This design comes from an exercise in tuning for small area, a short achievable clock period and few clock cycles per item on the open sky130 flow, not from production work. RTL that was checked went through simulation tests only; none was proved equivalent to the original. Power is estimated from default activity; no workload was simulated.

JK:
==> module object_table, before the edit <==
module object_table (
  input  logic                clk,
  input  logic                rst,
  input  logic                a_valid,
  input  logic                a_new,
  input  logic [LABEL_W-1:0]  a_slot,
  input  logic [COL_W-1:0]    a_start,
  input  logic [COL_W-1:0]    a_end,
  input  logic [COL_W:0]      a_len,
  input  logic                a_row_end,
  input  logic                a_frame_end,
  input  logic                fe_take,
  input  logic [MAX_OBJS-1:0] fe_used,
  input  logic [LABEL_W-1:0]  fe_base,
  input  logic [LABEL_W:0]    fe_count,
  output logic                rep_busy,
  output logic [MAX_OBJS-1:0] rep_pend,
  input  logic                wr_ready,
  output logic                wr_valid,
  output logic [26:0]         wr_data,
  output logic                wr_last
);
  logic [MASS_W-1:0]   mass_mem  [MAX_OBJS];
  logic [COL_W-1:0]    min_x_mem [MAX_OBJS];
  logic [COL_W-1:0]    max_x_mem [MAX_OBJS];
  logic [ROW_W-1:0]    min_y_mem [MAX_OBJS];
  logic [ROW_W-1:0]    max_y_mem [MAX_OBJS];
  logic                b_valid;
  logic                b_new;
  logic [LABEL_W-1:0]  b_slot;
  logic [COL_W-1:0]    b_start;
  logic [COL_W-1:0]    b_end;
  logic [COL_W:0]      b_len;
  logic [ROW_W-1:0]    b_row;
  logic [MASS_W-1:0]   b_mass;
  logic [COL_W-1:0]    b_min_x;
  logic [COL_W-1:0]    b_max_x;
  logic [MASS_W-1:0]   mass_d;
  logic [COL_W-1:0]    min_x_d;
  logic [COL_W-1:0]    max_x_d;
  logic                a_read;
  logic [LABEL_W-1:0]  rd_addr;
  logic [MASS_W-1:0]   rd_mass;
  logic [COL_W-1:0]    rd_min_x;
  logic [COL_W-1:0]    rd_max_x;
  logic [ROW_W-1:0]    rd_min_y;
  logic [ROW_W-1:0]    rd_max_y;
  logic                fwd;
  logic                rep_on;
  logic                rep_wait;
  logic [LABEL_W-1:0]  rep_slot;
  logic [LABEL_W:0]    rep_left;
  logic [1:0]          phase;
  logic [LABEL_W:0]    rep_cnt;
  logic                rep_go;
  logic                big;
  assign a_read   = a_valid && !a_new;
  assign rd_addr  = a_read ? a_slot : rep_slot;
  assign rd_mass  = mass_mem[rd_addr];
  assign rd_min_x = min_x_mem[rd_addr];
  assign rd_max_x = max_x_mem[rd_addr];
  assign rd_min_y = min_y_mem[rd_addr];
  assign rd_max_y = max_y_mem[rd_addr];
  assign fwd      = b_valid && b_slot == a_slot;
  assign mass_d  = b_new ? MASS_W'(b_len) : b_mass + MASS_W'(b_len);
  assign min_x_d = (b_new || b_start < b_min_x) ? b_start : b_min_x;
  assign max_x_d = (b_new || b_end > b_max_x) ? b_end : b_max_x;
  always_ff @(posedge clk) begin
    if (rst) begin
      b_valid <= 1'b0;
      b_row   <= '0;
    end else begin
      b_valid <= a_valid;
      if (a_frame_end)
        b_row <= '0;
      else if (a_row_end)
        b_row <= b_row + 1'b1;
    end
  end
  always_ff @(posedge clk) begin
    b_new   <= a_new;
    b_slot  <= a_slot;
    b_start <= a_start;
    b_end   <= a_end;
    b_len   <= a_len;
    b_mass  <= fwd ? mass_d  : rd_mass;
    b_min_x <= fwd ? min_x_d : rd_min_x;
    b_max_x <= fwd ? max_x_d : rd_max_x;
  end
  always_ff @(posedge clk) begin
    for (int i = 0; i < MAX_OBJS; i++) begin
      if (b_valid && b_slot == LABEL_W'(i)) begin
        mass_mem[i]  <= mass_d;
        min_x_mem[i] <= min_x_d;
        max_x_mem[i] <= max_x_d;
        max_y_mem[i] <= b_row;
        if (b_new)
          min_y_mem[i] <= b_row;
      end
    end
  end
  assign rep_busy = rep_on;
  assign big      = rd_mass > MASS_W'(MIN_MASS);
  assign rep_go   = rep_on && !rep_wait && !a_read && wr_ready;
  assign wr_valid = rep_go && (rep_left == '0 || phase != 2'd0 || big);
  assign wr_last  = rep_left == '0;
  always_comb begin
    if (rep_left == '0)
      wr_data = 27'(rep_cnt);
    else if (phase == 2'd0)
      wr_data = 27'(rd_mass);
    else if (phase == 2'd1)
      wr_data = {rd_max_x, 5'b0, rd_min_x};
    else
      wr_data = {rd_max_y, 5'b0, rd_min_y};
  end
  always_ff @(posedge clk) begin
    if (rst) begin
      rep_on   <= 1'b0;
      rep_wait <= 1'b0;
      rep_pend <= '0;
      phase    <= '0;
      rep_cnt  <= '0;
      rep_left <= '0;
      rep_slot <= '0;
    end else begin
      rep_wait <= 1'b0;
      if (fe_take) begin
        rep_on   <= 1'b1;
        rep_wait <= 1'b1;   
        rep_pend <= fe_used;
        rep_slot <= fe_base;
        rep_left <= fe_count;
        rep_cnt  <= '0;
        phase    <= '0;
      end else if (rep_go) begin
        if (rep_left == '0) begin
          rep_on <= 1'b0;
        end else if (phase == 2'd0 && !big) begin
          rep_pend[rep_slot] <= 1'b0;
          rep_slot           <= rep_slot + 1'b1;
          rep_left           <= rep_left - 1'b1;
        end else if (phase == 2'd2) begin
          phase              <= '0;
          rep_pend[rep_slot] <= 1'b0;
          rep_slot           <= rep_slot + 1'b1;
          rep_left           <= rep_left - 1'b1;
          rep_cnt            <= rep_cnt + 1'b1;
        end else begin
          phase <= phase + 1'b1;
        end
      end
    end
  end
endmodule
==> module report_writer, before the edit <==
module report_writer (
  input  logic              clk,
  input  logic              rst,
  input  logic              wr_valid,
  input  logic [26:0]       wr_data,
  input  logic              wr_last,
  output logic              wr_ready,
  output logic              out_valid,
  output logic [WORD_W-1:0] out_data,
  output logic              out_last,
  input  logic              out_credit
);
  logic [CREDIT_W-1:0] credits;
  logic [26:0]         data_q;
  assign wr_ready = (credits > CREDIT_W'(out_valid));
  assign out_data = {5'b0, data_q};
  always_ff @(posedge clk) begin
    if (rst) begin
      out_valid <= 1'b0;
      out_last  <= 1'b0;
      credits   <= CREDIT_W'(OUT_CREDITS);
    end else begin
      out_valid <= wr_valid;
      out_last  <= wr_valid && wr_last;
      credits   <= credits - CREDIT_W'(out_valid) + CREDIT_W'(out_credit);
    end
  end
  always_ff @(posedge clk) begin
    if (wr_valid)
      data_q <= wr_data;
  end
endmodule
==> flow/config.mk <==
export PLATFORM = sky130hd
export DESIGN_NAME = blob_detector
export DESIGN_NICKNAME = blob_detector
export VERILOG_FILES = /design/flow/design.v
export SDC_FILE = /design/flow/constraint.sdc
export NUM_CORES = 4
export LEC_CHECK = 0
export CAP_MARGIN = 20
export CORE_MARGIN = 2
export CORE_UTILIZATION = 40
export SETUP_SLACK_MARGIN = 5
export SLEW_MARGIN = 20
==> flow/constraint.sdc <==
create_clock -name core_clock -period 10.0 [get_ports {clk}]
set_input_delay 2.0000 -clock core_clock [delete_from_list [all_inputs] [get_ports {clk}]]
set_output_delay 2.0000 -clock core_clock [all_outputs]
set_load 0.01 [all_outputs]
standard.sh (not shown) runs the stock make flow with config.mk's settings and CLKGATE_MAP_FILE= SYNTH_SCRIPT=/design/flow/synth_recipe.tcl, a recipe that flattens the netlist after the stock synthesis.
==> flow/flow/run.sh <==
#!/bin/bash
# Standard layout; repair_timing aims for 6 ns of setup slack instead of 5.
bash standard.sh SETUP_SLACK_MARGIN=6 finish > standard.log 2>&1
Relative to JK, the following input files were edited for MS:
-- flow/design.v --
<<< JK, line 266
  logic                rep_go;
  logic                big;
  assign a_read   = a_valid && !a_new;
  assign rd_addr  = a_read ? a_slot : rep_slot;
>>> MS, line 266
  logic                rep_go;
  logic                big;
  logic [MAX_OBJS-1:0] slot_big;
  assign a_read   = a_valid && !a_new;
  assign rd_addr  = a_read ? a_slot : rep_slot;
<<< JK, line 312
  end
  assign rep_busy = rep_on;
  assign big      = rd_mass > MASS_W'(MIN_MASS);
  assign rep_go   = rep_on && !rep_wait && !a_read && wr_ready;
  assign wr_valid = rep_go && (rep_left == '0 || phase != 2'd0 || big);
>>> MS, line 313
  end
  assign rep_busy = rep_on;
  always_comb begin
    for (int i = 0; i < MAX_OBJS; i++)
      slot_big[i] = mass_mem[i] > MASS_W'(MIN_MASS);
  end
  assign big      = slot_big[rep_slot];
  assign rep_go   = rep_on && !rep_wait && !a_read && wr_ready;
  assign wr_valid = rep_go && (rep_left == '0 || phase != 2'd0 || big);
<<< JK, line 394
    end
  end
  always_ff @(posedge clk) begin
    if (wr_valid)
      data_q <= wr_data;
  end
endmodule
`timescale 1ns/1ns
>>> MS, line 399
    end
  end
  always_ff @(posedge clk)
    data_q <= wr_data;
endmodule
`timescale 1ns/1ns
Findings:
- Total length of routed wires deteriorates in MS relative to JK.
- Diff JK -> MS: number of buffers on the longest clock path about even; multiplexer share of the synthesized area about even; sequential power about even.
- Taking JK as the reference, in MS clock input transition at the sequential cells of the worst setup and hold paths saw little to no change; maximum level of the CTS H-tree about even; routed length per placed instance rose by about 4%.
- Relative to JK, the non-clock buffer instance count of the final layout of MS is lower by 78.
Testbench counts of MS, summed over its fixed seeds: cycles 12,160, tokens 11,777.
No functional check of the RTL was part of JK.

separate check: timing with driven ports:
Ports are ideal in the flow. The routed layouts listed here were re-timed in OpenROAD. Step 1: set_driving_cell puts a clkbuf_16 on clk and a buf_2 on each other input, an assumption about the parent block. Step 2, shift: input delay + t, output delay - t, t = (earliest + latest rising clock arrival at the registers) / 2. This alone moves slack from input paths to output paths. a / b / c = ideal ports / drivers / drivers and shift; a / b = the first two.
run | t, ns | slack for setup (ns) | clock arrival spread, ns
JK | 0.939 | 5.895 / 5.895 / 5.312 | 0.077 / 0.078
MS | 0.950 | 5.964 / 5.964 / 5.343 | 0.055 / 0.055
After both steps setup and hold are still met in every run listed. For MS, which loses most, drivers alone change the setup slack by 0.000 ns; drivers and shift together by -0.621 ns.
